This design comes from an exercise in tuning for small area and a short achievable clock period on the open sky130 flow, not from production work.
No activity file was given, so power comes from the tool's default toggle rates.

==> flow/design.v <==
`default_nettype none
package rqfbi_pkg;
	localparam int RQFBI_DEPTH     = 16;
	localparam int RQFBI_ITEM_BITS = 32;
	localparam int KIND_W          = 3;
	localparam int DATA_W          = 32;
	localparam int CAP_W           = 5;
	localparam logic [KIND_W-1:0] KIND_SEND_BACK  = 3'd0;
	localparam logic [KIND_W-1:0] KIND_SEND_FRONT = 3'd1;
	localparam logic [KIND_W-1:0] KIND_RECEIVE    = 3'd2;
	localparam logic [KIND_W-1:0] KIND_PEEK       = 3'd3;
	localparam logic [KIND_W-1:0] KIND_DROP_FRONT = 3'd4;
	localparam logic [KIND_W-1:0] KIND_FLUSH      = 3'd5;
	typedef struct packed {
		logic [KIND_W-1:0] kind;
		logic [DATA_W-1:0] item_data;
	} rqfbi_cmd_t;
	typedef struct packed {
		logic              accepted;
		logic [DATA_W-1:0] out_data;
		logic [CAP_W-1:0]  items_held;
		logic [CAP_W-1:0]  slots_free;
		logic              is_empty;
		logic              is_full;
	} rqfbi_res_t;
endpackage
`default_nettype wire
`default_nettype none
module ring_queue_front_back_insert #(
	parameter int DEPTH     = rqfbi_pkg::RQFBI_DEPTH,
	parameter int ITEM_BITS = rqfbi_pkg::RQFBI_ITEM_BITS
) (
	input  wire logic                          clk,
	input  wire logic                          arst_n,
	input  wire logic                          start,
	output logic                               busy,
	input  wire rqfbi_pkg::rqfbi_cmd_t         cmd,
	input  wire logic                          cfg_valid,
	output logic                               cfg_ready,
	input  wire logic [rqfbi_pkg::CAP_W-1:0]   cfg_data,
	output logic                               done,
	output rqfbi_pkg::rqfbi_res_t              result
);
	localparam int IDX_W = 4;
	localparam int CW    = rqfbi_pkg::CAP_W;
	logic [ITEM_BITS-1:0] mem [16];
	logic [ITEM_BITS-1:0] rd_data_q;
	logic [CW-1:0]    held_q;
	logic [CW-1:0]    free_q;
	logic             empty_q;
	logic             full_q;
	logic [IDX_W-1:0] head_q;
	logic [IDX_W-1:0] tail_q;
	logic             valid_s1;
	logic             acc_s1;
	logic             fire;
	logic             cfg_fire;
	logic [CW-1:0]    cap_sat;
	logic             is_sb, is_sf, is_rd, is_pop, is_flush;
	logic             do_push, do_pop, rd_ok;
	logic             acc_d;
	logic [15:0]      head_dec;
	logic [15:0]      tail_dec;
	logic [15:0]      we;
	logic [ITEM_BITS-1:0] front;
	assign busy      = cfg_valid;
	assign cfg_ready = ~valid_s1;
	assign fire      = start & ~cfg_valid;
	assign cfg_fire  = cfg_valid & ~valid_s1;
	always_comb begin
		if (cfg_data == '0) begin
			cap_sat = CW'(1);
		end else if (cfg_data > CW'(16)) begin
			cap_sat = CW'(16);
		end else begin
			cap_sat = cfg_data;
		end
	end
	assign is_sb    = cmd.kind == rqfbi_pkg::KIND_SEND_BACK;
	assign is_sf    = cmd.kind == rqfbi_pkg::KIND_SEND_FRONT;
	assign is_rd    = (cmd.kind == rqfbi_pkg::KIND_RECEIVE) | (cmd.kind == rqfbi_pkg::KIND_PEEK);
	assign is_pop   = (cmd.kind == rqfbi_pkg::KIND_RECEIVE) | (cmd.kind == rqfbi_pkg::KIND_DROP_FRONT);
	assign is_flush = cmd.kind == rqfbi_pkg::KIND_FLUSH;
	assign do_push = (is_sb | is_sf) & ~full_q;
	assign do_pop  = is_pop & ~empty_q;
	assign rd_ok   = is_rd & ~empty_q;
	assign acc_d   = do_push | rd_ok | do_pop | is_flush;
	always_comb begin
		for (int i = 0; i < 16; i++) begin
			head_dec[i] = head_q == IDX_W'(i);
			tail_dec[i] = tail_q == IDX_W'(i);
		end
	end
	always_comb begin
		for (int i = 0; i < 16; i++) begin
			we[i] = fire & ~full_q & ((is_sb & tail_dec[i]) | (is_sf & head_dec[(i + 1) % 16]));
		end
	end
	always_ff @(posedge clk) begin
		for (int i = 0; i < 16; i++) begin
			if (we[i]) begin
				mem[i] <= ITEM_BITS'(cmd.item_data);
			end
		end
	end
	always_comb begin
		front = '0;
		for (int i = 0; i < 16; i++) begin
			front = front | ({ITEM_BITS{rd_ok & head_dec[i]}} & mem[i]);
		end
	end
	always_ff @(posedge clk) begin
		rd_data_q <= front;
		acc_s1    <= acc_d;
	end
	always_ff @(posedge clk or negedge arst_n) begin
		if (!arst_n) begin
			held_q   <= '0;
			free_q   <= CW'(16);
			empty_q  <= 1'b1;
			full_q   <= 1'b0;
			head_q   <= '0;
			tail_q   <= '0;
			valid_s1 <= 1'b0;
		end else begin
			valid_s1 <= fire;
			if (cfg_fire) begin
				held_q  <= '0;
				free_q  <= cap_sat;
				empty_q <= 1'b1;
				full_q  <= 1'b0;
				head_q  <= '0;
				tail_q  <= '0;
			end else if (fire) begin
				if (is_flush) begin
					held_q  <= '0;
					free_q  <= held_q + free_q;
					empty_q <= 1'b1;
					full_q  <= 1'b0;
					head_q  <= '0;
					tail_q  <= '0;
				end else if (do_push) begin
					held_q  <= held_q + CW'(1);
					free_q  <= free_q - CW'(1);
					empty_q <= 1'b0;
					full_q  <= free_q == CW'(1);
					if (is_sf) begin
						head_q <= head_q - IDX_W'(1);
					end else begin
						tail_q <= tail_q + IDX_W'(1);
					end
				end else if (do_pop) begin
					held_q  <= held_q - CW'(1);
					free_q  <= free_q + CW'(1);
					empty_q <= held_q == CW'(1);
					full_q  <= 1'b0;
					head_q  <= head_q + IDX_W'(1);
				end
			end
		end
	end
	assign done = valid_s1;
	always_comb begin
		result            = '0;
		result.accepted   = acc_s1;
		result.out_data   = rqfbi_pkg::DATA_W'(rd_data_q);
		result.items_held = held_q;
		result.slots_free = free_q;
		result.is_empty   = empty_q;
		result.is_full    = full_q;
	end
endmodule
`default_nettype wire
`default_nettype none
module rqfbi_top (
	input  wire logic        clk,
	input  wire logic        arst_n,
	input  wire logic        start,
	output logic             busy,
	input  wire logic [2:0]  cmd_kind,
	input  wire logic [31:0] cmd_data,
	input  wire logic        cfg_valid,
	output logic             cfg_ready,
	input  wire logic [4:0]  cfg_data,
	output logic             done,
	output logic             res_accepted,
	output logic [31:0]      res_out_data,
	output logic [4:0]       res_items_held,
	output logic [4:0]       res_slots_free,
	output logic             res_is_empty,
	output logic             res_is_full
);
	rqfbi_pkg::rqfbi_cmd_t cmd;
	rqfbi_pkg::rqfbi_res_t result;
	assign cmd.kind      = cmd_kind;
	assign cmd.item_data = cmd_data;
	ring_queue_front_back_insert u_q (
		.clk       (clk),
		.arst_n    (arst_n),
		.start     (start),
		.busy      (busy),
		.cmd       (cmd),
		.cfg_valid (cfg_valid),
		.cfg_ready (cfg_ready),
		.cfg_data  (cfg_data),
		.done      (done),
		.result    (result)
	);
	assign res_accepted   = result.accepted;
	assign res_out_data   = result.out_data;
	assign res_items_held = result.items_held;
	assign res_slots_free = result.slots_free;
	assign res_is_empty   = result.is_empty;
	assign res_is_full    = result.is_full;
endmodule
`default_nettype wire
clock: 4.0 ns
lec_check: 0
cap_margin: 20
core_margin: 2
core_utilization: 40
cts_buf_list: sky130_fd_sc_hd__clkbuf_8
slew_margin: 65
standard.sh (not shown) runs the stock make flow with config.mk's settings and CLKGATE_MAP_FILE= SYNTH_SCRIPT=/design/flow/synth_recipe.tcl, a recipe that flattens the netlist after the stock synthesis.
==> flow/flow/run.sh <==
#!/bin/bash
# standard layout, with plain buffers (not delay cells) on the ports
set -o pipefail
bash standard.sh "BUFFER_PORTS_ARGS=-buffer_cell sky130_fd_sc_hd__buf_2" finish > standard.log 2>&1
Edit:
Settings changed: CTS_BUF_LIST sky130_fd_sc_hd__clkbuf_8 to not set, SETUP_SLACK_MARGIN set to 2.0, SLEW_MARGIN 65 to 20.
The changed run finished clean; sequential share of layout area is lower by 8.0 points; area after synthesis stays the same; synthesized cell count does not change; cell count goes up by 2.9%; total power goes up by 7.4%; combinational power goes up by 58%.
No run of this note included a check of the RTL's function; only the layout flow was run.

## separate check: timing with driven ports
No port has a modelled driver above. Below, the same layouts with a new extraction and two added sets of constraints.
Step 1 assumes that a clkbuf_16 drives the clock port and a buf_2 every other input.
Step 2 moves the port delays by t, midway between the first and last clock arrival at a register: inputs arrive t later, outputs are due t later. That takes back most of the time a late clock gives input paths.
a / b / c = no drivers / after step 1 / after step 2; a / b = the first two.
run	t (ns)	setup WS [ns]	hold slack, ns	worst setup path after step 2
the first run	0.711	1.244 / 1.244 / 0.830	0.445 / 0.415 / 0.475	input to register
the second run	0.674	1.785 / 1.729 / 1.278	0.160 / 0.121 / 0.500	input to register
After both steps setup and hold are still met in every run listed. For the second run, which loses most, drivers alone change the setup slack by -0.056 ns; drivers and shift together by -0.507 ns.
